From an optimization exercise on the open Yosys and OpenROAD flow, aimed at small area and a short achievable clock period; shortcuts taken in it are not production practice. No run shown here included a check of the RTL's function; only the layout flow was run. No activity file was given, so power comes from the tool's default toggle rates.

--- flow/run.sh ---
#!/bin/bash
# synth_recipe.tcl (not shown) runs the flow's synth.tcl, then flattens the netlist and writes it again
# the make line also repeats each setting of config.mk as NAME=value (left out here)
make -C /OpenROAD-flow-scripts/flow DESIGN_CONFIG=/design/flow/config.mk WORK_HOME=/design/flow/orfs CLKGATE_MAP_FILE= SYNTH_SCRIPT=/design/flow/synth_recipe.tcl finish
--- flow/config.mk ---
export PLATFORM = sky130hd
export DESIGN_NAME = irq_ctrl_top
export DESIGN_NICKNAME = irq_ctrl_top
export VERILOG_FILES = /design/flow/design.v
export SDC_FILE = /design/flow/constraint.sdc
export NUM_CORES = 4
export LEC_CHECK = 0
export CAP_MARGIN = 20
export CORE_MARGIN = 2
export CORE_UTILIZATION = 40
export SLEW_MARGIN = 20
--- flow/constraint.sdc ---
create_clock -name core_clock -period 5.5 [get_ports {CLOCK_50}]
set_input_delay 1.1000 -clock core_clock [delete_from_list [all_inputs] [get_ports {CLOCK_50}]]
set_output_delay 1.1000 -clock core_clock [all_outputs]
set_load 0.01 [all_outputs]
--- flow/design.v ---
`timescale 1ns/1ps
package irq_pkg;
    localparam int DATA_W = 32;
    localparam int KEY_W  = 8;
    localparam int ADDR_W = 8;
    localparam int NUM_IRQ_TYPES = 4;
    localparam int TYPE_W        = $clog2(NUM_IRQ_TYPES);
    typedef logic [TYPE_W-1:0] irq_type_t;
    localparam irq_type_t IRQ_TYPE_KEY = irq_type_t'(0);
    typedef struct packed {
        irq_type_t         irq_type;
        logic [DATA_W-1:0] value;
    } irq_entry_t;
    localparam int KEY_FIFO_DEPTH  = 5;
    localparam int IRQ_QUEUE_DEPTH = 10;
    localparam logic [ADDR_W-1:0] REG_CODE_BASE = 8'h00;
    localparam logic [ADDR_W-1:0] REG_STATUS    = 8'h04;
    localparam logic [ADDR_W-1:0] REG_ISR_ADDR  = 8'h08;
    localparam logic [ADDR_W-1:0] REG_ISR_VALUE = 8'h0C;
    localparam logic [ADDR_W-1:0] REG_SW_RAISE  = 8'h10;
    localparam logic [ADDR_W-1:0] REG_EOI       = 8'h14;
    localparam logic [ADDR_W-1:0] REG_VECTOR_0  = 8'h20;
    localparam int STAT_IN_SERVICE = 0;
    localparam int STAT_Q_EMPTY    = 1;
    localparam int STAT_OVERFLOW   = 2;
endpackage
`timescale 1ns/1ps
`timescale 1ns/1ps
`timescale 1ns/1ps
`timescale 1ns/1ps
`timescale 1ns/1ps
module irq_ctrl_top
(
    input  logic        CLOCK_50,
    input  logic        rst_n_i,
    input  logic        key_valid_i,
    input  logic [7:0]  key_code_i,
    input  logic        psel_i,
    input  logic        penable_i,
    input  logic        pwrite_i,
    input  logic [7:0]  paddr_i,
    input  logic [31:0] pwdata_i,
    output logic [31:0] prdata_o,
    output logic        pready_o,
    output logic        pslverr_o,
    output logic        irq_o
);
    localparam int KDEPTH = 5;
    localparam int QDEPTH = 10;
    logic [7:0]  kmem [KDEPTH];
    logic [2:0]  kwp, krp;
    logic [2:0]  kcnt;
    logic        kempty, kfull;
    logic        overflow;
    logic        kw;
    logic [7:0]  key_byte;
    logic [31:0] qmem [QDEPTH];
    logic [3:0]  qwp, qrp;
    logic [3:0]  qcnt;
    logic        qempty, qfull;
    logic        d_wait, d_cap;
    logic        irq;
    logic [1:0]  act_type;
    logic [29:0] act_val;
    logic [31:0] code_base;
    logic [31:0] vectors [4];
    logic        sw_req;
    logic [1:0]  sw_type;
    logic [29:0] sw_val;
    logic        w_cb, w_raise, w_eoi;
    logic [3:0]  w_vec;
    logic        err_r;
    logic        stall_r;
    logic [31:0] rdata_r;
    logic        acc;
    logic        key_wr, key_rd;
    logic        sw_go, blocked;
    logic        q_wr, q_rd;
    logic        wr_raise, eoi;
    logic [31:0] q_in;
    logic [31:0] q_head;
    logic [7:0]  k_head;
    assign acc = psel_i && penable_i;
    assign k_head = kmem[krp];
    assign q_head = qmem[qrp];
    assign key_wr  = key_valid_i && !kfull;
    assign key_rd  = !kw && !qfull && !kempty;
    assign blocked = kw || qfull || !kempty;
    assign sw_go   = sw_req && !blocked;
    assign q_wr    = (kw && !qfull) || sw_go;
    assign q_in    = kw ? {2'b00, 22'd0, key_byte} : {sw_type, sw_val};
    assign q_rd    = !d_wait && !d_cap && !irq && !qempty;
    assign wr_raise = acc && w_raise && !(sw_req && blocked);
    assign eoi      = acc && w_eoi;
    logic        kempty_n, kfull_n, overflow_n;
    logic        qempty_n, qfull_n;
    logic        kw_n, sw_req_n, irq_n;
    logic        d_wait_n, d_cap_n;
    always_comb
    begin
        kempty_n   = kempty;
        kfull_n    = kfull;
        qempty_n   = qempty;
        qfull_n    = qfull;
        if (key_wr && !key_rd)
        begin
            kempty_n = 1'b0;
            kfull_n  = (kcnt == 3'd4);
        end
        else if (!key_wr && key_rd)
        begin
            kempty_n = (kcnt == 3'd1);
            kfull_n  = 1'b0;
        end
        if (q_wr && !q_rd)
        begin
            qempty_n = 1'b0;
            qfull_n  = (qcnt == 4'd9);
        end
        else if (!q_wr && q_rd)
        begin
            qempty_n = (qcnt == 4'd1);
            qfull_n  = 1'b0;
        end
        overflow_n = overflow || (key_valid_i && kfull);
        kw_n       = key_rd || (kw && qfull);
        sw_req_n   = wr_raise || (sw_req && !sw_go);
        d_wait_n   = q_rd;
        d_cap_n    = d_wait;
        irq_n      = d_cap || (irq && !eoi);
        if (!rst_n_i)
        begin
            kempty_n   = 1'b1;
            kfull_n    = 1'b0;
            qempty_n   = 1'b1;
            qfull_n    = 1'b0;
            overflow_n = 1'b0;
            kw_n       = 1'b0;
            sw_req_n   = 1'b0;
            d_wait_n   = 1'b0;
            d_cap_n    = 1'b0;
            irq_n      = 1'b0;
        end
    end
    always_ff @(posedge CLOCK_50)
    begin
        kempty   <= kempty_n;
        kfull    <= kfull_n;
        qempty   <= qempty_n;
        qfull    <= qfull_n;
        overflow <= overflow_n;
        kw       <= kw_n;
        sw_req   <= sw_req_n;
        d_wait   <= d_wait_n;
        d_cap    <= d_cap_n;
        irq      <= irq_n;
    end
    always_ff @(posedge CLOCK_50)
    begin
        if (!rst_n_i)
        begin
            kwp  <= '0;
            krp  <= '0;
            kcnt <= '0;
            qwp  <= '0;
            qrp  <= '0;
            qcnt <= '0;
        end
        else
        begin
            if (key_wr)
            begin
                kwp <= (kwp == 3'(KDEPTH - 1)) ? '0 : kwp + 1'b1;
            end
            if (key_rd)
            begin
                krp <= (krp == 3'(KDEPTH - 1)) ? '0 : krp + 1'b1;
            end
            if (key_wr != key_rd)
            begin
                kcnt <= key_wr ? kcnt + 1'b1 : kcnt - 1'b1;
            end
            if (q_wr)
            begin
                qwp <= (qwp == 4'(QDEPTH - 1)) ? '0 : qwp + 1'b1;
            end
            if (q_rd)
            begin
                qrp <= (qrp == 4'(QDEPTH - 1)) ? '0 : qrp + 1'b1;
            end
            if (q_wr != q_rd)
            begin
                qcnt <= q_wr ? qcnt + 1'b1 : qcnt - 1'b1;
            end
        end
    end
    always_ff @(posedge CLOCK_50)
    begin
        for (int i = 0; i < KDEPTH; i++)
        begin
            if (key_wr && kwp == 3'(i))
            begin
                kmem[i] <= key_code_i;
            end
        end
        if (key_rd)
        begin
            key_byte <= k_head;
        end
        for (int i = 0; i < QDEPTH; i++)
        begin
            if (q_wr && qwp == 4'(i))
            begin
                qmem[i] <= q_in;
            end
        end
        if (q_rd)
        begin
            act_type <= q_head[31:30];
            act_val  <= q_head[29:0];
        end
        if (wr_raise)
        begin
            sw_type <= pwdata_i[1:0];
            sw_val  <= pwdata_i[31:2];
        end
    end
    logic [31:0] wdata;
    assign wdata = pwdata_i & {32{rst_n_i}};
    always_ff @(posedge CLOCK_50)
    begin
        if (!rst_n_i || (acc && w_cb))
        begin
            code_base <= wdata;
        end
        for (int i = 0; i < 4; i++)
        begin
            if (!rst_n_i || (acc && w_vec[i]))
            begin
                vectors[i] <= wdata;
            end
        end
    end
    logic        a_vec, a_ok;
    logic [31:0] isr_addr;
    logic [31:0] rdata_n;
    assign a_vec = (paddr_i[7:4] == 4'h2) && (paddr_i[1:0] == 2'b00);
    assign a_ok  = a_vec || ((paddr_i[7:5] == 3'b000) && (paddr_i[1:0] == 2'b00)
                             && (paddr_i[4:2] <= 3'd5));
    assign isr_addr = code_base + vectors[act_type];
    always_comb
    begin
        rdata_n = '0;
        if (paddr_i[5])
        begin
            rdata_n = vectors[paddr_i[3:2]];
        end
        else
        begin
            case (paddr_i[4:2])
                3'd0:    rdata_n = code_base;
                3'd1:    rdata_n = {29'd0, overflow_n, qempty_n, irq_n};
                3'd2:    rdata_n = isr_addr;
                3'd3:    rdata_n = {2'b00, act_val};
                default: rdata_n = '0;
            endcase
        end
    end
    always_ff @(posedge CLOCK_50)
    begin
        w_cb    <= pwrite_i && (paddr_i == 8'h00);
        w_raise <= pwrite_i && (paddr_i == 8'h10);
        w_eoi   <= pwrite_i && (paddr_i == 8'h14);
        for (int i = 0; i < 4; i++)
        begin
            w_vec[i] <= pwrite_i && a_vec && (paddr_i[3:2] == 2'(i));
        end
        err_r   <= !a_ok;
        stall_r <= pwrite_i && (paddr_i == 8'h10) && sw_req_n
                   && (kw_n || qfull_n || !kempty_n);
        rdata_r <= rdata_n;
    end
    assign prdata_o  = rdata_r;
    assign pready_o  = !stall_r;
    assign pslverr_o = err_r;
    assign irq_o     = irq;
endmodule
==> results of run 1 <==
[report_power, final]
group / leakage (nW) / internal (W) / switching, W
registers: 6.05 / 0.00578 / 0.000151
clock network: 1.02 / 0.00256 / 0.00181
logic: 3.40 / 0.000781 / 0.00110
total: 10.5 / 0.00912 / 0.00306
[per-layer routing]
layer	vias up	share of wire (%)	wire length (um)
li1	7116	-	-
met1	8165	42	28400
met2	545	49	33100
met3	115	6.0	4080
met4	0	2.9	1960
met5	-	0	0
[worst max path at each step]
| stage | endpoint | slack, ns |
|---|---|---|
| after floorplan | qmem[1][0] | 0.77 |
| after global placement | rdata_r[26] | 1.73 |
| after detailed placement | rdata_r[29] | 1.64 |
| after CTS | rdata_r[29] | 1.63 |
| after global routing | rdata_r[26] | 1.38 |
| final | rdata_r[29] | 1.65 |
[kinds of logic (layout without fill, tap and decap cells)]
kind of cell,count (synthesis),after routing,synth area share [%]
buf+inv,119,264,1.83
simple gates,424,424,7.73
fa+ha+maj,59,59,2.73
mux,91,91,6.49
other cells,0,1,0
flops,664,664,70.3
compound gates,355,355,9.79
xor+xnor,34,34,1.09
[registers in the layout (all words and copies together) (netlist names), 8 cells and up]
name and cells:
act_val 30, key_byte 8, code_base 32, rdata_r 32
kmem 40, vectors 128, sw_val 30, qmem 320
[layout make-up]
cell class / instances / area (um2)
Fill cell: 5721 / 36000
Sequential cell: 664 / 19200
Multi-Input combinational cell: 963 / 7720
Clock buffer: 88 / 1820
Timing Repair Buffer: 125 / 1180
Tap cell: 873 / 1090
Clock inverter: 31 / 269
Inverter: 20 / 75.1
Antenna cell: 1 / 2.50
[metrics by stage]
| step | instance area [um2] | std cells |
|---|---|---|
| finish | 31400 | 2765 |
| global route | 31400 | 2764 |
| CTS | 31300 | 2763 |
| detailed placement | 29300 | 2644 |
| global placement | 29300 | 2644 |
| floorplan | 27300 | 1746 |
[cells in the final DEF, fill, tap and decap left out, types with 5 or more instances in the layout]
cell | Yosys | final
nand2_1 | 152 | 152
inv_1 | 19 | 19
nand3_1 | 48 | 48
clkinv_1 | 1 | 16
o21bai_1 | 6 | 6
a22oi_1 | 94 | 94
clkinv_2 | 0 | 9
and2_1 | 50 | 50
nand4_1 | 9 | 9
mux2_2 | 17 | 17
a222oi_1 | 33 | 33
clkbuf_1 | 87 | 17
xor2_1 | 13 | 13
a21boi_0 | 8 | 8
a221oi_1 | 35 | 35
ha_1 | 58 | 58
o21ai_1 | 7 | 7
buf_4 | 1 | 36
a21oi_1 | 47 | 46
mux4_2 | 66 | 66
o21ai_0 | 44 | 44
clkbuf_16 | 0 | 69
a32oi_1 | 9 | 9
or3_1 | 7 | 7
nand2b_1 | 10 | 10
bufinv_16 | 0 | 5
mux2i_1 | 7 | 7
nor2_1 | 50 | 41
nor3_1 | 21 | 12
nor2b_1 | 41 | 41
nor3_2 | 0 | 9
dfxtp_1 | 72 | 72
o221ai_1 | 6 | 6
nor2_4 | 0 | 5
clkdlybuf4s50_1 | 0 | 85
edfxtp_1 | 592 | 592
xnor2_1 | 21 | 21
a21o_1 | 15 | 15
and3_1 | 7 | 6
[worst reg2reg max path: cells and delay by family (launching register included)]
kind,cells,cell delay (ns)
compound gates,5,1.13
mux,2,0.78
flops,1,0.68
simple gates,2,0.44
fa+ha+maj,1,0.38
buf+inv,1,0.32
==> reports/qor.csv, run 1 <==
stage;metric;value;unit
outcome;status;timing/DRC/antenna clean;
sta;setup_viol;0;
critical_path;r2r_end;rdata_r[29];
sta;finalSetupTns;0;ns
grt;grt_pass1_vias;16056;
clock_tree;cts_root_buf;clkbuf_16;
clock_tree;cts_buffers;66;
sta;period_minus_slack;3.85;ns
grt;grt_pass1_wl;101;mm
grt;grtUsageMet3;2.76;%
drt;vias;15941;
drt;wl_per_cell;24.4;um
grt;grt_max_degree;68;
drt;drt_wl_total;67.6;mm
min_path;min_to;krp[1];
sta;worst_slack;1.65;ns
critical_path;critical_path_class;flop to flop;
critical_path;worstReg2RegStart;act_type[1];
sta;fin_crit_sh;69.9;%
clock_tree;clockBufferDepth;3;
min_path;hold_path.class;flop to flop;
die;start_util;40.5;%
clock_tree;ctsResizeCount;0;
critical_path;r2r_slack;1.65;ns
die;ios;89;
critical_path;slowest_delay;0.68;ns
synth;synth-seq-cells;664;
clock_tree;cts_tree;built;
drt;ant_nets;0;
finish;drive_gt1_share;13.7;%
synth;yosys-top-cells-area;edfxtp_1, mux4_2, dfxtp_1;
die;coreArea;0.0674;mm2
grt;grt.overflow.total;0;
synth;synthCells;1746;
pwr;total_power;0.0122;W
finish;area_delta_synth_final;14.8;%
clock_tree;cts.sinks;664;
critical_path;crit_path_end_kind;flop;
pwr;max-vdd-ir-drop;0.226;mV
place;preCtsSetupSlack;1.64;ns
drt;drt_first_pass_iters;8;
critical_path;crit_path_start_kind;flop;
synth;ys_warn_count;4;
synth;syn_area;0.0273;mm2
clock_tree;clk_latency;0.59;ns
synth;synth-edff-count;592;
sta;rsz0062_at_grt;no;
critical_path;path_max_fanout;26;
flow_run;maxCapViolations;0;
grt;antenna_found_initial;2;
place;io_buffers;88;
synth;syn_area_per_cell;15.6;um2
clock_tree;cts-hold-fix-buffers;0;
drt;viasPerCell;5.77;
synth;ys.flop_type;edfxtp_1;
min_path;hp-start;krp[1];
sta;clock_skew;0.0156;ns
critical_path;critPathArrivalTime;4.31;ns
place;gp_congestion;0.861;
clock_tree;cts_max_level;3;
synth;synth_top_area_share;65.1;%
critical_path;crit_path_top_delay_cell;edfxtp_1;
critical_path;crit_family;compound AO/OA/AOI/OAI gates;
critical_path;required;5.97;ns
synth;yosys.area.top_type;edfxtp_1;
critical_path;crit_chain;buf_12, mux4_2, ha_1, and2_4, or2_0, a31oi_4, a21oi_2, a221oi_2, o221ai_2, mux2i_1, o21ai_1;
die;fp-row-count;95;
sta;worst_pin_slew;0.985;ns
clock_tree;postCtsSetupRepairBufs;0;
critical_path;worst_r2r_path_depth;11;
die;die_area;0.0704;mm2
critical_path;worst-path-stages;11;
synth;synth_fp_nets;1859;
synth;synth.yosys.seq_area_share;70.3;%
drt;route.detailed.drc;0;
grt;global_route.peak_usage_layer;met2;
pwr;cellLeakagePower;10.5;nW
sta;fmax;260;MHz
synth;synth_most_common_cell;edfxtp_1;
drt;drtIter0Drc;1722;
pwr;powerDensity;388;mW/mm2
synth;synth_cell_types;86;
sta;maxSlewHeadroom;34.0;%
sta;fin_worst_hold_slack;0.513;ns
synth;synthTopCellsByCount;edfxtp_1, nand2_1, a22oi_1;
finish;nets;1953;
clock_tree;clk_pin_slew;0.06;ns
grt;grt.total_usage;19.2;%
critical_path;critical_path.startpoint;act_type[1];
critical_path;path_buf_inv;1;
die;fp.dieH;265;um
sta;finalHoldViolations;0;
grt;grtUsageMet1;25.7;%
synth;async_flop_share;0;%
die;die_width;265;um
sta;slew_viol_final;0;
min_path;whs_path_depth;2;
place;hpwl;41.1;mm
grt;grt_util_met2;32.0;%
finish;fin_util;46.6;%
==> run 2, diff against run 1 <==
--- a/flow/config.mk
+++ b/flow/config.mk
@@ -8,4 +8,5 @@
 export CAP_MARGIN = 20
 export CORE_MARGIN = 2
 export CORE_UTILIZATION = 40
+export SETUP_SLACK_MARGIN = 3
 export SLEW_MARGIN = 20
==> run 2 against run 1 <==
Combinational power increased by 23%. Clock power increased by 5.0%. Critical endpoint unchanged. First-iteration DRC count decreased by 10%. Final area increased by 4.2%. Still clean on timing, DRC and antenna. Via count increased by 0.63%. Global-route usage increased by 0.60 points. Area after synthesis unchanged.
==> reports/qor.csv, run 2 <==
stage;metric;value;unit;change
outcome;status;timing/DRC/antenna clean;;
synth;async_flop_share;0;%;unchanged
place;io_buffers;88;;unchanged
critical_path;required;5.99;ns;+0.02 ns
synth;synth_top_area_share;65.1;%;unchanged
die;start_util;40.5;%;unchanged
grt;grt.overflow.total;0;;unchanged
sta;worst_slack;2.15;ns;+0.498 ns
clock_tree;clockBufferDepth;3;;unchanged
pwr;powerDensity;393;mW/mm2;+1.1%
clock_tree;cts.sinks;664;;unchanged
critical_path;critPathArrivalTime;3.84;ns;-0.47 ns
drt;route.detailed.drc;0;;unchanged
synth;ys_warn_count;4;;unchanged
synth;syn_area_per_cell;15.6;um2;unchanged
pwr;cellLeakagePower;11.0;nW;+4.6%
sta;slew_viol_final;0;;unchanged
clock_tree;clk_latency;0.61;ns;+0.02 ns
finish;fin_util;48.5;%;+2.0 points
drt;vias;16041;;+0.63%
clock_tree;cts_root_buf;clkbuf_16;;
finish;area_delta_synth_final;19.7;%;
sta;finalSetupTns;0;ns;unchanged
die;coreArea;0.0674;mm2;unchanged
synth;synthTopCellsByCount;edfxtp_1, nand2_1, a22oi_1;;
grt;antenna_found_initial;3;;+1
critical_path;crit_path_start_kind;flop;;
finish;final_cell_mix;edfxtp_1, nand2_1, a22oi_1, clkbuf_16, dfxtp_1;;
finish;nets;2001;;+2.5%
synth;synth-edff-count;592;;unchanged
sta;finalHoldViolations;0;;unchanged
synth;synth_cell_types;86;;unchanged
sta;maxSlewHeadroom;36.6;%;+2.6 points
finish;top_register;qmem;;
synth;synth-seq-cells;664;;unchanged
sta;clock_skew;0.0214;ns;+0.00578 ns
grt;grt.total_usage;19.8;%;+0.60 points
synth;yosys.area.top_type;edfxtp_1;;
synth;yosys-top-cells-area;edfxtp_1, mux4_2, dfxtp_1;;
sta;period_minus_slack;3.35;ns;-0.498 ns
finish;layout_commonest_cell;edfxtp_1;;
clock_tree;cts_tree;built;;
synth;synthCells;1746;;unchanged
finish;final_area;0.0327;mm2;+4.2%
flow_run;maxCapViolations;0;;unchanged
finish;n_antenna_cell;0;;-1
drt;wl_per_cell;24.8;um;+1.6%
sta;setup_viol;0;;unchanged
grt;grt_max_degree;64;;-5.9%
critical_path;crit_path_end_kind;flop;;
place;preCtsSetupSlack;1.71;ns;+0.0706 ns
place;gp_congestion;0.874;;+1.5%
critical_path;path_max_fanout;5;;-81%
clock_tree;clk_pin_slew;0.06;ns;about the same
clock_tree;cts_max_level;3;;unchanged
pwr;max-vdd-ir-drop;0.206;mV;-8.9%
drt;drt_wl_total;69.9;mm;+3.4%
die;ios;89;;unchanged
grt;grt_pass1_vias;16105;;+0.31%
clock_tree;cts-hold-fix-buffers;0;;unchanged
finish;largestRegisters;qmem (320), vectors (128), kmem (40);;
critical_path;critical_path_class;flop to flop;;
min_path;hold_path.class;flop to flop;;
drt;ant_nets;0;;unchanged
synth;ys.flop_type;edfxtp_1;;
synth;syn_area;0.0273;mm2;unchanged
place;placed_cell_area;0.0297;mm2;+1.3%
grt;grt_pass1_wl;104;mm;+2.3%
place;hpwl;41.2;mm;+0.19%
die;die_area;0.0704;mm2;unchanged
synth;synth.yosys.seq_area_share;70.3;%;unchanged
sta;fmax;299;MHz;+15%
drt;drtIter0Drc;1548;;-10%
clock_tree;cts_buffers;67;;+1.5%
die;die_width;265;um;unchanged
die;fp-row-count;95;;unchanged
finish;drive_gt1_share;20.6;%;+6.8 points
sta;rsz0062_at_grt;yes;;
sta;worst_pin_slew;0.951;ns;-0.0343 ns
die;fp.dieH;265;um;unchanged
drt;viasPerCell;5.70;;-1.2%
synth;synth_most_common_cell;edfxtp_1;;
synth;synth_fp_nets;1859;;unchanged
drt;drt_first_pass_iters;9;;+1
finish;largest_register_ffs;320;;unchanged
sta;fin_crit_sh;60.9;%;-9.1 points
-- run 2: area by class of cell --
class / instances / area [um2]
fill: 5608 / 34700
multi-input combinational: 964 / 8470
sequential: 664 / 19200
tap: 873 / 1090
timing repair buffer: 171 / 1620
clock inverter: 33 / 369
clock buffer: 91 / 1850
inverter: 20 / 78.8
-- run 2: power by group --
| part | leakage, nW | internal (W) | switching (W) |
|---|---|---|---|
| clock | 1.08 | 0.00270 | 0.00189 |
| combinational | 3.82 | 0.00104 | 0.00127 |
| sequential | 6.05 | 0.00578 | 0.000151 |
| total | 11.0 | 0.00953 | 0.00331 |
-- run 2: repair_timing --
item | CTS | global route
endpoints found under the setup margin | 372 | 126
buffers inserted | 29 | 20
cloned | 2 | 0
gates resized for setup | 88 | 38
pin swaps | 28 | 25
-- run 2: path summary, 6_finish.rpt --
path,startpoint,endpoint,slack [ns],cells after the start
worst max-delay path,act_type[1],rdata_r[29],2.15,15
worst min-delay path,d_wait,d_cap,0.52,1
worst max register to register,act_type[1],rdata_r[29],2.15,15
worst min register to register,d_wait,d_cap,0.52,1
-- run 2: cell families (layout without fill, tap and decap cells) --
family / count (synthesis) / in the layout / share of synthesized area (%)
simple gates: 424 / 425 / 7.73
xor+xnor: 34 / 34 / 1.09
fa+ha+maj: 59 / 59 / 2.73
buf+inv: 119 / 315 / 1.83
mux: 91 / 91 / 6.49
flops: 664 / 664 / 70.3
compound gates: 355 / 355 / 9.79
-- run 2: per-layer routing --
layer / track usage (%) / share of wire, % / vias to the layer above
li1: - / - / 7215
met1: 26.2 / 42 / 8194
met2: 33.2 / 50 / 529
met3: 3.67 / 6.5 / 97
met4: 6.35 / 2.3 / 6
met5: 0 / 0.067 / -
-- run 2: critical path, cell delays in order (launching register included) --
cell and delay (ns):
edfxtp_1 0.43, buf_6 0.15, buf_12 0.13, buf_12 0.13
mux4_2 0.49, buf_6 0.16, ha_4 0.16, and2_4 0.13
or2_4 0.23, a31oi_4 0.21, buf_6 0.14, a21oi_4 0.06
a221oi_4 0.38, o221ai_2 0.16, mux2i_1 0.17, o21ai_1 0.08
-- run 2: stage by stage --
stage               power, W  std cells  hold slack (ns)
floorplan            0.00746       1746            0.466
detailed placement   0.00806       2641            0.510
global route          0.0133       2816            0.548
finish                0.0128       2816            0.520
global placement     0.00803       2641            0.494
CTS                   0.0128       2796            0.522
==> run 3, diff against run 2 <==
--- a/flow/config.mk
+++ b/flow/config.mk
@@ -8,5 +8,5 @@
 export CAP_MARGIN = 20
 export CORE_MARGIN = 2
 export CORE_UTILIZATION = 40
-export SETUP_SLACK_MARGIN = 3
+export CTS_BUF_LIST = sky130_fd_sc_hd__clkbuf_4 sky130_fd_sc_hd__clkbuf_8
 export SLEW_MARGIN = 20
==> run 3 against run 2 <==
Still clean. Combinational power is 19% lower. Die area stayed put. Global-route usage is 0.44 points lower. Sequential power hardly changed. Hold slack worse by 0.0058 ns. Count of clock-buffer cells in the layout is 52 higher. Sequential share of layout area is 2.5 points higher. Flip-flop and latch count stayed put. Setup slack worse by 0.51 ns. Critical path type unchanged. Critical endpoint unchanged.
==> reports/qor.csv, run 3 <==
stage;metric;value;unit;change
critical_path;critical_path_class;flop to flop;;
grt;grt.total_usage;19.4;%;-0.44 points
clock_tree;cts_max_level;3;;unchanged
clock_tree;cts_root_buf;clkbuf_8;;
sta;finalSetupTns;0;ns;unchanged
synth;synth_fp_nets;1859;;unchanged
sta;fmax;259;MHz;-13%
pwr;total_power;0.0120;W;-6.9%
critical_path;required;6.07;ns;+0.08 ns
synth;syn_area_per_cell;15.6;um2;unchanged
finish;layout_commonest_cell;edfxtp_1;;
pwr;powerDensity;381;mW/mm2;-2.9%
drt;drtIter0Drc;1630;;+5.3%
synth;yosys-top-cells-area;edfxtp_1, mux4_2, dfxtp_1;;
min_path;hold_path.class;flop to flop;;
pwr;max-vdd-ir-drop;0.186;mV;-9.7%
grt;grt.overflow.total;0;;unchanged
finish;final_cell_mix;edfxtp_1, nand2_1, clkbuf_8, a22oi_1, clkdlybuf4s50_1;;
outcome;status;timing/DRC/antenna clean;;
drt;vias;16166;;+0.78%
sta;rsz0062_at_grt;no;;
clock_tree;cts-hold-fix-buffers;0;;unchanged
synth;synth_most_common_cell;edfxtp_1;;
drt;route.detailed.drc;0;;unchanged
critical_path;crit_path_start_kind;flop;;
sta;worst_pin_slew;0.974;ns;+0.0229 ns
die;fp-row-count;95;;unchanged
clock_tree;cts_buffers;103;;+54%
synth;synth_cell_types;86;;unchanged
sta;slew_viol_final;0;;unchanged
drt;ant_nets;0;;unchanged
place;io_buffers;88;;unchanged
clock_tree;clk_latency;0.69;ns;+0.08 ns
finish;fin_util;46.5;%;-2.0 points
flow_run;maxCapViolations;0;;unchanged
place;hpwl;41.1;mm;-0.19%
clock_tree;ctsResizeCount;0;;-100%
clock_tree;postCtsSetupRepairBufs;0;;-100%
die;die_width;265;um;unchanged
clock_tree;cts_tree;built;;
finish;drive_gt1_share;17.4;%;-3.2 points
sta;fin_worst_hold_slack;0.514;ns;-0.00582 ns
synth;synth.yosys.seq_area_share;70.3;%;unchanged
finish;top_register;qmem;;
die;fp.dieH;265;um;unchanged
finish;area_delta_synth_final;14.8;%;
synth;synth-seq-cells;664;;unchanged
die;die_area;0.0704;mm2;unchanged
critical_path;crit_path_end_kind;flop;;
drt;drt_first_pass_iters;9;;unchanged
finish;largestRegisters;qmem (320), vectors (128), kmem (40);;
synth;synthTopCellsByCount;edfxtp_1, nand2_1, a22oi_1;;
die;ios;89;;unchanged
sta;finalHoldViolations;0;;unchanged
synth;yosys.area.top_type;edfxtp_1;;
clock_tree;cts.sinks;664;;unchanged
finish;nFillCells;5809;;+3.6%
sta;maxSlewHeadroom;34.7;%;-1.9 points
synth;synth-edff-count;592;;unchanged
critical_path;critPathArrivalTime;4.43;ns;+0.59 ns
finish;largest_register_ffs;320;;unchanged
clock_tree;clk_pin_slew;0.06;ns;about the same
sta;setup_viol;0;;unchanged
sta;period_minus_slack;3.86;ns;+0.508 ns
sta;clock_skew;0.0329;ns;+0.0115 ns
grt;grt_max_degree;68;;+6.3%
drt;viasPerCell;5.71;;+0.21%
sta;fin_crit_sh;70.1;%;+9.2 points
synth;ys_warn_count;4;;unchanged
pwr;cellLeakagePower;10.6;nW;-3.6%
drt;wl_per_cell;24.2;um;-2.7%
clock_tree;clockBufferDepth;3;;unchanged
synth;synth_top_area_share;65.1;%;unchanged
grt;antenna_found_initial;6;;+3
die;coreArea;0.0674;mm2;unchanged
synth;async_flop_share;0;%;unchanged
place;gp_congestion;0.861;;-1.5%
die;start_util;40.5;%;unchanged
synth;syn_area;0.0273;mm2;unchanged
finish;nets;1990;;-0.55%
grt;grt_pass1_wl;102;mm;-1.6%
synth;ys.flop_type;edfxtp_1;;
critical_path;path_max_fanout;26;;+21
drt;drt_wl_total;68.4;mm;-2.1%
synth;synthCells;1746;;unchanged
grt;grt_pass1_vias;16326;;+1.4%
## run 3: cell counts after synthesis
Identical to the previous run, type by type.
## run 3: layer usage
| metal | part of all wire (%) | global-route usage (%) | routed length, um |
|---|---|---|---|
| met2 | 49 | 32.0 | 33500 |
| met4 | 2.7 | 7.76 | 1870 |
| met1 | 41 | 25.6 | 28400 |
| met5 | 0.026 | 0 | 18 |
| met3 | 6.8 | 3.20 | 4660 |
## run 3: cell families after synthesis
family,share of synthesized area [%]
flip-flops,70.3
AND/OR/NAND/NOR,7.73
AO/OA/AOI/OAI,9.79
buffers and inverters,1.83
multiplexers,6.49
adder cells (fa/ha/maj),2.73
XOR/XNOR,1.09
## run 3: final cells by class
| class | instances | area [um2] | area share (%) |
|---|---|---|---|
| Clock inverter | 41 | 298 | 0.949 |
| Timing Repair Buffer | 125 | 1180 | 3.76 |
| Clock buffer | 143 | 1770 | 5.66 |
| Antenna cell | 3 | 7.51 | 0.0239 |
| Inverter | 20 | 75.1 | 0.239 |
| Tap cell | 873 | 1090 | 3.48 |
| Sequential cell | 664 | 19200 | 61.3 |
| Multi-Input combinational cell | 963 | 7720 | 24.6 |
## run 3: final timing paths
check,start,to,slack [ns],cells after the start
min reg2reg,krp[1],krp[1],0.51,2
max reg2reg,act_type[1],rdata_r[29],1.64,11
min,krp[1],krp[1],0.51,2
max,act_type[1],rdata_r[29],1.64,11
## run 3: through the flow
stage	instance area (um2)	setup slack [ns]	std cells
after floorplan	27300	0.767	1746
after CTS	31300	1.62	2828
after detailed placement	29300	1.64	2644
after global placement	29300	1.73	2644
final	31400	1.64	2832
after global routing	31400	1.40	2831
## run 3: power breakdown
group / internal, W / total (W) / switching [W]
Sequential: 0.00579 / 0.00594 / 0.000153
Clock: 0.00227 / 0.00413 / 0.00186
Combinational: 0.000781 / 0.00189 / 0.00110
Total: 0.00884 / 0.0120 / 0.00312
## run 3: critical path, cell delays in order, from the launching register on
cell and delay [ns]:
edfxtp_1 0.70, buf_12 0.33, mux4_2 0.55, ha_1 0.38, and2_4 0.20, or2_0 0.24
a31oi_4 0.28, a21oi_2 0.11, a221oi_2 0.46, o221ai_2 0.20, mux2i_1 0.20, o21ai_1 0.08
==> run 4, diff against run 3 <==
--- a/flow/design.v
+++ b/flow/design.v
@@ -72,6 +72,7 @@
     logic        err_r;
     logic        stall_r;
     logic [31:0] rdata_r;
+    logic [31:0] vsel_r;
     logic        acc;
     logic        key_wr, key_rd;
     logic        sw_go, blocked;
@@ -247,23 +248,54 @@
     assign a_vec = (paddr_i[7:4] == 4'h2) && (paddr_i[1:0] == 2'b00);
     assign a_ok  = a_vec || ((paddr_i[7:5] == 3'b000) && (paddr_i[1:0] == 2'b00)
                              && (paddr_i[4:2] <= 3'd5));
-    assign isr_addr = code_base + vectors[act_type];
+    always_ff @(posedge CLOCK_50)
+    begin
+        if (acc && w_vec[act_type])
+        begin
+            vsel_r <= pwdata_i;
+        end
+        else
+        begin
+            vsel_r <= vectors[act_type];
+        end
+    end
+    logic [31:0] kg [6];
+    logic [31:0] kp [6];
+    assign kg[0] = code_base & vsel_r;
+    assign kp[0] = code_base ^ vsel_r;
+    for (genvar l = 0; l < 5; l++)
+    begin : g_ks
+        for (genvar i = 0; i < 32; i++)
+        begin : g_bit
+            if (i >= (1 << l))
+            begin : g_op
+                assign kg[l+1][i] = kg[l][i] | (kp[l][i] & kg[l][i-(1<<l)]);
+                assign kp[l+1][i] = kp[l][i] & kp[l][i-(1<<l)];
+            end
+            else
+            begin : g_pass
+                assign kg[l+1][i] = kg[l][i];
+                assign kp[l+1][i] = kp[l][i];
+            end
+        end
+    end
+    assign isr_addr = kp[0] ^ {kg[5][30:0], 1'b0};
     always_comb
     begin
-        rdata_n = '0;
+        logic [31:0] lo;
+        case (paddr_i[3:2])
+            2'd0:    lo = code_base;
+            2'd1:    lo = {29'd0, overflow_n, qempty_n, irq_n};
+            2'd2:    lo = isr_addr;
+            default: lo = {2'b00, act_val};
+        endcase
         if (paddr_i[5])
         begin
             rdata_n = vectors[paddr_i[3:2]];
         end
         else
         begin
-            case (paddr_i[4:2])
-                3'd0:    rdata_n = code_base;
-                3'd1:    rdata_n = {29'd0, overflow_n, qempty_n, irq_n};
-                3'd2:    rdata_n = isr_addr;
-                3'd3:    rdata_n = {2'b00, act_val};
-                default: rdata_n = '0;
-            endcase
+            rdata_n = paddr_i[4] ? '0 : lo;
         end
     end
     always_ff @(posedge CLOCK_50)
==> flow/flow/run.sh (new file) <==
#!/bin/bash
# Standard layout, with plain buffers (not delay cells) on the ports.
set -euo pipefail
bash standard.sh "BUFFER_PORTS_ARGS=-buffer_cell sky130_fd_sc_hd__buf_2" finish > orfs_make.log 2>&1
==> flow/standard.sh (new file) <==
#!/bin/bash
# synth_recipe.tcl (not shown) runs the flow's synth.tcl, then flattens the netlist and writes it again
# the make line also repeats each setting of config.mk as NAME=value (left out here)
make -C /OpenROAD-flow-scripts/flow DESIGN_CONFIG=/design/flow/config.mk WORK_HOME=/design/flow/orfs CLKGATE_MAP_FILE= SYNTH_SCRIPT=/design/flow/synth_recipe.tcl "${@:-finish}"
--- a/flow/config.mk
+++ b/flow/config.mk
@@ -7,6 +7,8 @@
 export LEC_CHECK = 0
 export CAP_MARGIN = 20
 export CORE_MARGIN = 2
-export CORE_UTILIZATION = 40
-export CTS_BUF_LIST = sky130_fd_sc_hd__clkbuf_4 sky130_fd_sc_hd__clkbuf_8
+export CORE_UTILIZATION = 65
+export CTS_CLUSTER_DIAMETER = 80
+export CTS_CLUSTER_SIZE = 30
+export SETUP_SLACK_MARGIN = 3
 export SLEW_MARGIN = 20
removed: flow/run.sh
==> run 4 against run 3 <==
Non-clock buffer count grew 22. Critical endpoint is now rdata_r[28]. Sequential share of layout area grew 2.3 points. Sequential power grew 5.7%. Combinational power grew 13%. Largest cell class unchanged. Critical path depth grew 1. Via count grew 2.0%. Count of clock-buffer cells in the layout shrank 103. First-iteration DRC count grew 26%. Total power shrank 5.2%. Final area shrank 0.30%. Critical path type unchanged. Maximum frequency grew 45%. Global-route usage grew 11 points.
==> reports/qor.csv, run 4 <==
stage;metric;value;unit;change
outcome;status;timing/DRC/antenna clean;;
die;die_width;213;um;-20%
clock_tree;clk_latency;0.64;ns;-0.05 ns
min_path;hold_path.class;flop to flop;;
pwr;total_power;0.0113;W;-5.2%
place;hpwl;41.6;mm;+1.3%
synth;synthCells;1787;;+2.3%
min_path;hp-start;kcnt[2];;
finish;final_cell_mix;edfxtp_1, nand2_1, dfxtp_1, a22oi_1, buf_2;;
drt;drt_wl_total;68.3;mm;-0.18%
finish;fin_util;72.6;%;+26 points
synth;async_flop_share;0;%;unchanged
clock_tree;cts_buffers;31;;-70%
critical_path;path_max_fanout;5;;-81%
sta;setup_viol;0;;unchanged
drt;viasPerCell;6.64;;+16%
synth;synth-edff-count;592;;unchanged
synth;synth_top_area_share;62.7;%;-2.3 points
synth;synth_cell_types;88;;+2.3%
pwr;clock_power_share;25.8;%;-8.7 points
sta;rsz0062_at_grt;yes;;
pwr;powerDensity;363;mW/mm2;-4.9%
finish;largest_register_ffs;320;;unchanged
drt;drt_first_pass_iters;7;;-2
synth;ys.flop_type;edfxtp_1;;
pwr;internal_power;0.00826;W;-6.5%
critical_path;r2r_slack;2.84;ns;+1.20 ns
sta;slew_viol_final;0;;unchanged
finish;drive_gt1_share;22.7;%;+5.2 points
grt;grt_pass1_wl;101;mm;-1.1%
finish;layout_commonest_cell;edfxtp_1;;
critical_path;worstReg2RegStart;code_base[0];;
grt;grt.total_usage;30.6;%;+11 points
synth;yosys.area.top_type;edfxtp_1;;
pwr;power.switching;0.00307;W;-1.4%
synth;syn_area_per_cell;15.9;um2;+1.3%
pwr;cellLeakagePower;10.4;nW;-1.1%
sta;period_minus_slack;2.66;ns;-1.20 ns
place;gp_congestion;0.962;;+12%
drt;drtIter0Drc;2050;;+26%
die;fp.dieH;213;um;-20%
critical_path;crit_path_start_kind;flop;;
finish;top_register;qmem;;
sta;maxSlewHeadroom;27.4;%;-7.3 points
clock_tree;cts.sinks;696;;+4.8%
clock_tree;cts_tree;built;;
finish;largestRegisters;qmem (320), vectors (128), kmem (40);;
drt;route.detailed.drc;0;;unchanged
drt;ant_nets;0;;unchanged
finish;n_antenna_cell;0;;-3
drt;wl_per_cell;27.5;um;+14%
die;start_util;65.8;%;+25 points
sta;finalHoldViolations;0;;unchanged
pwr;switching_share;27.1;%;+1.0 points
synth;synth_most_common_cell;edfxtp_1;;
critical_path;critPathArrivalTime;3.20;ns;-1.23 ns
finish;area_delta_synth_final;10.4;%;
synth;synth_fp_nets;1894;;+1.9%
synth;ys_warn_count;6;;+2
pwr;pwr-share-seq;55.3;%;+5.6 points
critical_path;critical_path.startpoint;code_base[0];;
synth;synth-seq-cells;696;;+4.8%
critical_path;required;6.05;ns;-0.02 ns
pwr;comb_power_share;18.8;%;+3.0 points
flow_run;maxCapViolations;0;;unchanged
synth;synthTopCellsByCount;edfxtp_1, nand2_1, dfxtp_1;;
sta;worst_pin_slew;1.08;ns;+0.111 ns
grt;grt_max_degree;47;;-31%
sta;fin_worst_hold_slack;0.519;ns;+0.00566 ns
sta;clock_skew;0.0230;ns;-0.00984 ns
synth;yosys-top-cells-area;edfxtp_1, dfxtp_1, mux4_2;;
pwr;max-vdd-ir-drop;0.368;mV;+98%
die;fp-row-count;76;;-20%
grt;antenna_found_initial;1;;-5
place;io_buffers;88;;unchanged
grt;grt_pass1_vias;16238;;-0.54%
drt;vias;16483;;+2.0%
sta;fin_crit_sh;48.3;%;-22 points
die;die_area;0.0453;mm2;-36%
clock_tree;cts_root_buf;clkbuf_16;;
synth;synth.yosys.seq_area_share;70.1;%;-0.25 points
finish;nFillCells;2762;;-52%
finish;nets;1978;;-0.60%
clock_tree;clk_pin_slew;0.10;ns;+0.04 ns
die;ios;89;;unchanged
grt;grt.overflow.total;0;;unchanged
critical_path;critical_path_class;flop to flop;;
sta;fmax;376;MHz;+45%
die;coreArea;0.0431;mm2;-36%
clock_tree;cts_max_level;1;;-2
clock_tree;cts-hold-fix-buffers;0;;unchanged
critical_path;crit_path_end_kind;flop;;
sta;finalSetupTns;0;ns;unchanged
synth;syn_area;0.0283;mm2;+3.7%
clock_tree;clockBufferDepth;3;;unchanged
==> run 4: cell types whose count changed after synthesis, sizes merged, moves of 13 or more <==
cell	change
clkbuf	-19
mux2i	+13
mux2	+32
o21ai	+15
nand4	+14
nand3	-21
dfxtp	+32
buf	+17
nor2	-14
nand2	-30
==> run 4: kinds of logic after synthesis <==
group	share of synthesized area, %
AO/OA/AOI/OAI	10.1
XOR/XNOR	0.927
adder cells (fa/ha/maj)	2.37
buffers and inverters	1.95
flip-flops	70.1
multiplexers	7.99
AND/OR/NAND/NOR	6.59
==> run 4: worst max-delay path, stage by stage (launching register included) <==
cell,delay [ns]
edfxtp_1,0.40
ha_2,0.20
inv_2,0.06
fa_2,0.20
nor2b_2,0.05
o2111a_2,0.28
o211ai_4,0.26
o211ai_4,0.11
buf_12,0.15
a2111oi_4,0.39
nor2_2,0.09
xnor2_1,0.14
a211oi_1,0.23
==> run 4: stage by stage <==
step,setup slack [ns],cells,cell area (um2)
global route,2.72,2481,31300
CTS,2.92,2470,31000
finish,2.84,2481,31300
global placement,2.37,2396,29500
floorplan,2.49,1787,28500
detailed placement,2.32,2396,29500
==> run 4: per-layer routing <==
layer / up-vias / track usage [%] / part of all wire, %
met3: 119 / 3.52 / 7.1
met2: 729 / 49.8 / 48
met4: 0 / 7.98 / 2.3
li1: 7235 / - / -
met1: 8400 / 44.7 / 42
met5: - / 0 / 0
==> run 4: final timing paths <==
path                 endpoint  depth (start not counted)
setup / recovery  rdata_r[28]                         12
hold / removal        kcnt[2]                          2
setup reg to reg  rdata_r[28]                         12
hold reg to reg       kcnt[2]                          2
==> run 4: power by group through the flow <==
stage               logic, W  clock network, W  registers (W)
floorplan            0.00134                 0        0.00629
global placement     0.00182                 0        0.00636
detailed placement   0.00185                 0        0.00637
CTS                  0.00200           0.00296        0.00627
global route         0.00229           0.00312        0.00630
finish               0.00213           0.00293        0.00628
==> run 4: final cells by class <==
cell class                 count  area, um2  share of cell area [%]
timing repair buffer         147        940                    3.00
clock inverter                18        255                   0.816
inverter                      32        131                   0.420
clock buffer                  40        820                    2.62
tap                          585        732                    2.34
multi-input combinational    963       8530                    27.3
sequential                   696      19900                    63.5
==> run 4: timing repair <==
item                                    4_1_cts  5_1_grt
pin swaps                                    27       42
gates cloned                                  0        1
endpoints found under the setup margin      208       87
resized for setup                            52       51
setup buffers                                16       10
==> run 5, diff against run 4 <==
==> flow/run.sh (new file) <==
#!/bin/bash
# synth_recipe.tcl (not shown) runs the flow's synth.tcl, then flattens the netlist and writes it again
# the make line also repeats each setting of config.mk as NAME=value (left out here)
make -C /OpenROAD-flow-scripts/flow DESIGN_CONFIG=/design/flow/config.mk WORK_HOME=/design/flow/orfs CLKGATE_MAP_FILE= SYNTH_SCRIPT=/design/flow/synth_recipe.tcl finish
removed: flow/flow/run.sh
removed: flow/standard.sh
==> run 5 against run 4 <==
Area after synthesis did not move. Total power rose by 1.5%. Clock skew rose by 0.0029 ns. Critical path type unchanged. Largest cell class unchanged. Highest routed layer unchanged.
==> reports/qor.csv, run 5 <==
stage;metric;value;unit;change
drt;drtIter0Drc;2162;;+5.5%
sta;fin_worst_hold_slack;0.528;ns;+0.00842 ns
flow_run;maxCapViolations;0;;unchanged
min_path;hold_path.class;flop to flop;;
finish;nets;2005;;+1.4%
pwr;cellLeakagePower;10.7;nW;+2.0%
finish;multi_input_area;0.00866;mm2;+1.5%
outcome;status;timing/DRC/antenna clean;;
drt;drt_first_pass_iters;7;;unchanged
pwr;clock_power_share;26.2;%;+0.4 points
sta;finalSetupTns;0;ns;unchanged
synth;ys.flop_type;edfxtp_1;;
finish;drive_gt1_share;20.1;%;-2.6 points
pwr;power.switching;0.00315;W;+2.5%
finish;top_register;qmem;;
critical_path;path_max_fanout;5;;unchanged
drt;drt_wl_total;69.3;mm;+1.4%
place;gp_congestion;0.920;;-4.4%
die;fp.dieH;213;um;unchanged
synth;syn_area_per_cell;15.9;um2;unchanged
synth;yosys-top-cells-area;edfxtp_1, dfxtp_1, mux4_2;;
clock_tree;cts_root_buf;clkbuf_16;;
drt;wl_met1;28.0;mm;-3.0%
synth;async_flop_share;0;%;unchanged
drt;ant_nets;0;;unchanged
critical_path;critPathArrivalTime;3.15;ns;-0.05 ns
grt;grt.overflow.total;0;;unchanged
clock_tree;cts_tree;built;;
critical_path;crit_path_end_kind;flop;;
finish;area_delta_synth_final;13.2;%;
finish;layout_commonest_cell;edfxtp_1;;
finish;largestRegisters;qmem (320), vectors (128), kmem (40);;
pwr;max-vdd-ir-drop;0.339;mV;-8.0%
sta;setup_viol;0;;unchanged
clock_tree;cts-hold-fix-buffers;0;;unchanged
grt;antenna_found_initial;1;;unchanged
clock_tree;clk_pin_slew;0.11;ns;about the same
finish;largest_register_ffs;320;;unchanged
sta;finalHoldViolations;0;;unchanged
sta;rsz0062_at_grt;yes;;
synth;ys_warn_count;6;;unchanged
finish;final_cell_mix;edfxtp_1, nand2_1, a22oi_1, dfxtp_1, buf_4;;
synth;synth_most_common_cell;edfxtp_1;;
clock_tree;cts.sinks;696;;unchanged
synth;synth-seq-cells;696;;unchanged
finish;n_antenna_cell;0;;unchanged
sta;clock_skew;0.0260;ns;+0.00292 ns
grt;grt_pass1_wl;101;mm;+0.36%
place;hpwl;40.4;mm;-3.0%
synth;synthCells;1787;;unchanged
critical_path;crit_path_start_kind;flop;;
finish;fin_util;74.4;%;+1.8 points
critical_path;required;5.98;ns;-0.07 ns
die;die_area;0.0453;mm2;unchanged
finish;nFillCells;2660;;-3.7%
synth;synth_top_area_share;62.7;%;unchanged
pwr;comb_power_share;19.3;%;+0.5 points
synth;synth-edff-count;592;;unchanged
pwr;switching_share;27.4;%;+0.26 points
drt;met2_wirelength;33.3;mm;+1.2%
die;die_width;213;um;unchanged
grt;grt_pass1_vias;16289;;+0.31%
clock_tree;clockBufferDepth;3;;unchanged
sta;slew_viol_final;0;;unchanged
die;ios;89;;unchanged
sta;fmax;374;MHz;-0.69%
synth;synth_cell_types;88;;unchanged
synth;synth.yosys.seq_area_share;70.1;%;unchanged
pwr;powerDensity;359;mW/mm2;-1.0%
drt;top_layer;met4;;
die;coreArea;0.0431;mm2;unchanged
clock_tree;cts_buffers;34;;+9.7%
pwr;internal_power;0.00836;W;+1.1%
grt;grt.total_usage;30.8;%;+0.27 points
finish;finalNonFillerCells;2503;;+0.89%
drt;met3_length;6.14;mm;+27%
place;placed_cells;2392;;-0.17%
clock_tree;cts_max_level;2;;+1
drt;route.detailed.drc;0;;unchanged
pwr;pwr-share-seq;54.6;%;-0.7 points
sta;fin_crit_sh;48.6;%;+0.34 points
sta;period_minus_slack;2.67;ns;+0.0185 ns
synth;syn_area;0.0283;mm2;unchanged
critical_path;critical_path_class;flop to flop;;
drt;vias;16847;;+2.2%
synth;synthTopCellsByCount;edfxtp_1, nand2_1, dfxtp_1;;
grt;grt_max_degree;63;;+34%
clock_tree;clk_latency;0.60;ns;-0.04 ns
synth;synth_fp_nets;1894;;unchanged
die;start_util;65.8;%;unchanged
place;io_buffers;88;;unchanged
sta;maxSlewHeadroom;33.1;%;+5.7 points
drt;viasPerCell;6.73;;+1.3%
drt;wl_per_cell;27.7;um;+0.55%
sta;worst_pin_slew;1.00;ns;-0.0822 ns
finish;regArea;0.0199;mm2;about the same
die;fp-row-count;76;;unchanged
synth;yosys.area.top_type;edfxtp_1;;
run 5: changes by cell type in the layout (fill, tap and decap cells not counted), moves of 4 or more:
cell | previous run | this run
buf_12 | 1 | 5
clkbuf_1 | 8 | 4
ha_1 | 31 | 27
buf_2 | 87 | 2
ha_4 | 12 | 18
clkdlybuf4s50_1 | 0 | 49
nand2_2 | 6 | 1
dlygate4sd2_1 | 0 | 35
nand2_4 | 0 | 6
clkbuf_16 | 31 | 36
buf_4 | 48 | 67
run 5: layout make-up:
class	count	area share [%]
multi-input cells	964	27.0
inverters	32	0.433
clock buffers	40	2.86
clock inverters	16	0.613
flip-flops and latches	696	62.0
well taps	585	2.28
repair buffers	170	4.85
run 5: cells by family after synthesis:
kind of cell	Yosys count	share of synthesized area (%)
AOI/OAI and AO/OA	380	10.1
and+or+nand+nor	363	6.59
adders and majority gates	53	2.37
buffers and inverters	129	1.95
xor gates and xnor gates	30	0.927
muxes	136	7.99
DFF	696	70.1
run 5: final timing paths:
kind,startpoint,to,slack (ns),depth (start not counted)
worst min-delay path,qmem[0][19],act_val[19],0.53,2
worst max register to register,code_base[0],rdata_r[22],2.83,11
worst min register to register,qmem[0][19],act_val[19],0.53,2
worst max-delay path,code_base[0],rdata_r[22],2.83,11
run 5: metal layers:
layer  GRT usage (%)  vias up
met3            3.34      119
li1                -     7285
met5               0        -
met1            45.3     8560
met4            9.12        0
met2            49.7      883
run 5: metrics by stage:
step | power (W) | instance area [um2] | setup WS (ns)
finish | 0.0115 | 32100 | 2.83
global route | 0.0119 | 32100 | 2.73
CTS | 0.0113 | 31500 | 2.86
detailed placement | 0.00825 | 29900 | 2.16
global placement | 0.00821 | 29900 | 2.23
floorplan | 0.00764 | 28500 | 2.49
run 5: power groups by stage:
stage | clock (W) | combinational (W) | sequential [W]
finish | 0.00301 | 0.00222 | 0.00628
detailed placement | 0 | 0.00188 | 0.00637
CTS | 0.00305 | 0.00200 | 0.00627
global placement | 0 | 0.00185 | 0.00636
global route | 0.00321 | 0.00238 | 0.00630
floorplan | 0 | 0.00134 | 0.00629
run 5: critical path: stages (launching register included):
cell and delay (ns):
edfxtp_1 0.37, ha_2 0.19, inv_2 0.04, fa_2 0.35
nor2b_2 0.15, o2111a_2 0.24, o211ai_4 0.12, o211ai_4 0.33
a31oi_2 0.14, xnor2_1 0.18, a222oi_1 0.37, o21ai_1 0.10
run 5: timing repair:
item,CTS,global route
cloned,1,1
buffers inserted,13,40
pin swaps,24,53
gates resized for setup,112,62
endpoints found under the setup margin,561,246
==> run 6, diff against run 5 <==
--- a/flow/design.v
+++ b/flow/design.v
@@ -88,7 +88,7 @@
     assign key_rd  = !kw && !qfull && !kempty;
     assign blocked = kw || qfull || !kempty;
     assign sw_go   = sw_req && !blocked;
-    assign q_wr    = (kw && !qfull) || sw_go;
+    assign q_wr    = q_wr_r;
     assign q_in    = kw ? {2'b00, 22'd0, key_byte} : {sw_type, sw_val};
     assign q_rd    = !d_wait && !d_cap && !irq && !qempty;
     assign wr_raise = acc && w_raise && !(sw_req && blocked);
@@ -97,6 +97,7 @@
     logic        qempty_n, qfull_n;
     logic        kw_n, sw_req_n, irq_n;
     logic        d_wait_n, d_cap_n;
+    logic        q_wr_r;
     always_comb
     begin
         kempty_n   = kempty;
@@ -155,6 +156,7 @@
         d_wait   <= d_wait_n;
         d_cap    <= d_cap_n;
         irq      <= irq_n;
+        q_wr_r   <= !qfull_n && (kw_n || (sw_req_n && kempty_n));
     end
     always_ff @(posedge CLOCK_50)
     begin
==> flow/flow/run.sh (new file) <==
#!/bin/bash
# Standard layout, with plain buffers (not delay cells) on the ports.
set -euo pipefail
bash standard.sh "BUFFER_PORTS_ARGS=-buffer_cell sky130_fd_sc_hd__buf_2" finish > orfs_make.log 2>&1
==> flow/standard.sh (new file) <==
#!/bin/bash
# synth_recipe.tcl (not shown) runs the flow's synth.tcl, then flattens the netlist and writes it again
# the make line also repeats each setting of config.mk as NAME=value (left out here)
make -C /OpenROAD-flow-scripts/flow DESIGN_CONFIG=/design/flow/config.mk WORK_HOME=/design/flow/orfs CLKGATE_MAP_FILE= SYNTH_SCRIPT=/design/flow/synth_recipe.tcl "${@:-finish}"
removed: flow/run.sh
==> run 6 against run 5 <==
Still clean on timing, DRC and antenna. Setup slack worse by 0.23 ns. Flip-flop and latch count is 1 higher. Final area is 2.8% lower. Sequential share of layout area is 1.8 points higher. Critical endpoint is now rdata_r[29].
==> reports/qor.csv, run 6 <==
stage;metric;value;unit;change
clock_tree;cts.sinks;697;;+0.14%
critical_path;crit_path_end_kind;flop;;
clock_tree;cts-hold-fix-buffers;0;;unchanged
finish;largestRegisters;qmem (320), vectors (128), kmem (40);;
pwr;powerDensity;356;mW/mm2;-0.87%
sta;finalSetupTns;0;ns;unchanged
synth;synth_most_common_cell;edfxtp_1;;
die;fp-row-count;76;;unchanged
sta;worst_pin_slew;1.08;ns;+0.0728 ns
sta;finalHoldViolations;0;;unchanged
grt;grt.total_usage;30.4;%;-0.39 points
grt;grt.overflow.total;0;;unchanged
pwr;internal_power;0.00808;W;-3.4%
drt;vias;16290;;-3.3%
die;start_util;65.7;%;-0.12 points
sta;fin_crit_sh;52.8;%;+4.2 points
synth;synthTopCellsByCount;edfxtp_1, nand2_1, a22oi_1;;
drt;wl_per_cell;27.2;um;-1.5%
critical_path;critPathArrivalTime;3.43;ns;+0.28 ns
sta;maxSlewHeadroom;28.0;%;-5.0 points
finish;layout_commonest_cell;edfxtp_1;;
pwr;cellLeakagePower;10.4;nW;-1.9%
die;coreArea;0.0430;mm2;-0.22%
pwr;comb_power_share;18.1;%;-1.2 points
grt;grt_pass1_vias;15933;;-2.2%
synth;syn_area_per_cell;15.7;um2;-0.85%
critical_path;crit_path_start_kind;flop;;
finish;top_register;qmem;;
critical_path;path_max_fanout;4;;-1
clock_tree;clockBufferDepth;3;;unchanged
critical_path;crit_chain;ha_4, a211o_1, a21oi_2, a22o_1, o211ai_4, a311oi_4, o211ai_1, o31ai_2, xor2_1, a21oi_1;;
outcome;status;timing/DRC/antenna clean;;
drt;ant_nets;0;;unchanged
place;placed_cell_area;0.0295;mm2;-1.5%
synth;ys.flop_type;edfxtp_1;;
clock_tree;clk_latency;0.65;ns;+0.05 ns
pwr;clock_power_share;25.4;%;-0.8 points
clock_tree;cts_tree;built;;
finish;drive_gt1_share;22.3;%;+2.1 points
synth;syn_area;0.0282;mm2;-0.40%
finish;fin_util;72.5;%;-1.9 points
clock_tree;cts_buffers;31;;-8.8%
pwr;total_power;0.0111;W;-3.6%
drt;drt_wl_total;67.8;mm;-2.0%
clock_tree;cts_root_buf;clkbuf_16;;
synth;synth-edff-count;592;;unchanged
critical_path;required;6.03;ns;+0.05 ns
pwr;switching_share;27.2;%;-0.21 points
clock_tree;clk_pin_slew;0.11;ns;about the same
synth;synth_cell_types;64;;-27%
finish;nets;1987;;-0.90%
finish;final_cell_mix;edfxtp_1, nand2_1, a22oi_1, dfxtp_1, buf_2;;
synth;synth_top_area_share;63.0;%;+0.25 points
pwr;pwr-share-seq;56.5;%;+1.9 points
place;hpwl;41.7;mm;+3.2%
drt;drt_first_pass_iters;8;;+1
grt;grt_max_degree;59;;-6.3%
synth;synth.yosys.seq_area_share;70.4;%;+0.35 points
drt;route.detailed.drc;0;;unchanged
synth;yosys-top-cells-area;edfxtp_1, dfxtp_1, mux4_2;;
sta;slew_viol_final;0;;unchanged
finish;final_area;0.0312;mm2;-2.8%
die;ios;89;;unchanged
sta;fin_worst_hold_slack;0.518;ns;-0.0103 ns
pwr;power.switching;0.00301;W;-4.4%
sta;period_minus_slack;2.91;ns;+0.231 ns
grt;antenna_found_initial;2;;+1
drt;viasPerCell;6.54;;-2.8%
synth;yosys.area.top_type;edfxtp_1;;
grt;grt_pass1_wl;99.5;mm;-1.8%
synth;async_flop_share;0;%;unchanged
synth;synth_fp_nets;1902;;+0.42%
critical_path;crit_path_top_delay_cell;edfxtp_1;;
critical_path;slowest_delay;0.49;ns;+0.12 ns
finish;n_antenna_cell;0;;unchanged
place;gp_congestion;0.943;;+2.5%
die;fp.dieH;212;um;-0.20%
die;die_width;212;um;-0.20%
synth;synthCells;1795;;+0.45%
flow_run;maxCapViolations;0;;unchanged
sta;fmax;344;MHz;-7.9%
min_path;hold_path.class;flop to flop;;
die;die_area;0.0451;mm2;-0.39%
sta;rsz0062_at_grt;yes;;
synth;synth-seq-cells;697;;+0.14%
finish;area_delta_synth_final;10.5;%;
critical_path;critical_path_class;flop to flop;;
pwr;max-vdd-ir-drop;0.403;mV;+19%
synth;ys_warn_count;6;;unchanged
sta;clock_skew;0.0287;ns;+0.00274 ns
finish;largest_register_ffs;320;;unchanged
sta;setup_viol;0;;unchanged
place;io_buffers;88;;unchanged
clock_tree;cts_max_level;1;;-1
drt;drtIter0Drc;1867;;-14%
-- run 6: changes by cell type in the layout (fill, tap and decap cells not counted), moves of 15 or more --
cell / previous run / this run
buf_2: 2 / 87
buf_4: 67 / 48
clkdlybuf4s50_1: 49 / 0
dlygate4sd2_1: 35 / 0
ha_1: 27 / 43
mux2_2: 49 / 65
nand4_1: 24 / 9
-- run 6: path summary, 6_finish.rpt --
check,start,to,slack (ns),depth (start not counted)
worst max-delay path,code_base[10],rdata_r[29],2.59,10
worst min-delay path,kmem[0][3],key_byte[3],0.52,1
worst max register to register,code_base[10],rdata_r[29],2.59,10
worst min register to register,kmem[0][3],key_byte[3],0.52,1
-- run 6: metrics by stage --
| stage | setup WS [ns] | std cells |
|---|---|---|
| finish | 2.59 | 2490 |
| global route | 2.48 | 2490 |
| CTS | 2.62 | 2481 |
| detailed placement | 1.99 | 2407 |
| global placement | 2.04 | 2407 |
| floorplan | 2.50 | 1795 |
-- run 6: layer usage --
| metal | wire (um) | global-route usage, % |
|---|---|---|
| met5 | 9 | 0 |
| met4 | 1950 | 8.61 |
| met3 | 5060 | 3.81 |
| met2 | 32400 | 49.3 |
| met1 | 28400 | 44.3 |
-- run 6: kinds of logic (layout without fill, tap and decap cells) --
| family | count (synthesis) | count (layout) | share of synthesized area, % |
|---|---|---|---|
| AOI/OAI and AO/OA | 385 | 385 | 9.72 |
| DFF | 697 | 697 | 70.4 |
| and+or+nand+nor | 349 | 349 | 6.20 |
| adders and majority gates | 53 | 53 | 2.38 |
| buffers and inverters | 131 | 241 | 1.75 |
| muxes | 146 | 146 | 8.44 |
| xor gates and xnor gates | 34 | 34 | 1.06 |
-- run 6: critical path, delay by kind of cell (launching register included) --
family	cells	cell delay (ns)
adders and majority gates	1	0.30
AOI/OAI and AO/OA	8	1.81
DFF	1	0.49
xor gates and xnor gates	1	0.18
-- run 6: area by class of cell --
type,instances,area [um2]
Clock inverter,15,201
Sequential cell,697,19900
Multi-Input combinational cell,967,8420
Fill cell,2783,11800
Inverter,35,135
Clock buffer,43,821
Timing Repair Buffer,148,976
Tap cell,585,732
-- run 6: power by group through the flow --
stage | logic, W | registers [W] | clock network [W]
floorplan | 0.00125 | 0.00629 | 0
global placement | 0.00171 | 0.00636 | 0
detailed placement | 0.00174 | 0.00638 | 0
CTS | 0.00189 | 0.00626 | 0.00285
global route | 0.00218 | 0.00629 | 0.00302
finish | 0.00201 | 0.00627 | 0.00281
-- run 6: what timing repair did --
| item | in CTS | in global routing |
|---|---|---|
| pin swaps | 38 | 32 |
| setup buffers | 16 | 8 |
| endpoints found under the setup margin | 114 | 52 |
| resized for setup | 57 | 53 |
| cloned | 0 | 0 |

-- separate check: timing with driven ports --
The flow's constraints put no driver on any port. The routed layouts listed below were extracted and timed again, unchanged, in two steps. Step 1, drivers: a clkbuf_16 drives CLOCK_50 and a buf_2 each remaining input, both assumed. Step 2 also shifts input and output timing later by t, the mid clock arrival at the registers, as if the neighbouring blocks saw the same clock. Slacks: ideal / step 1 / step 2; pairs: ideal / step 1.
| run | t, ns | setup WS [ns] | cell pins on the clock port's net |
|---|---|---|---|
| run 1 | 0.635 | 1.653 / 1.653 / 1.653 | 1 |
| run 2 | 0.661 | 2.151 / 2.151 / 2.094 | 1 |
| run 3 | 0.734 | 1.642 / 1.642 / 1.642 | 1 |
| run 4 | 0.689 | 2.844 / 2.844 / 2.422 | 1 |
| run 5 | 0.645 | 2.825 / 2.825 / 2.444 | 1 |
| run 6 | 0.694 | 2.594 / 2.594 / 2.369 | 1 |
After both steps setup and hold are still met in every run listed. The setup slack of run 4, which loses most, moves by 0.000 ns with the drivers and by -0.422 ns with both steps.
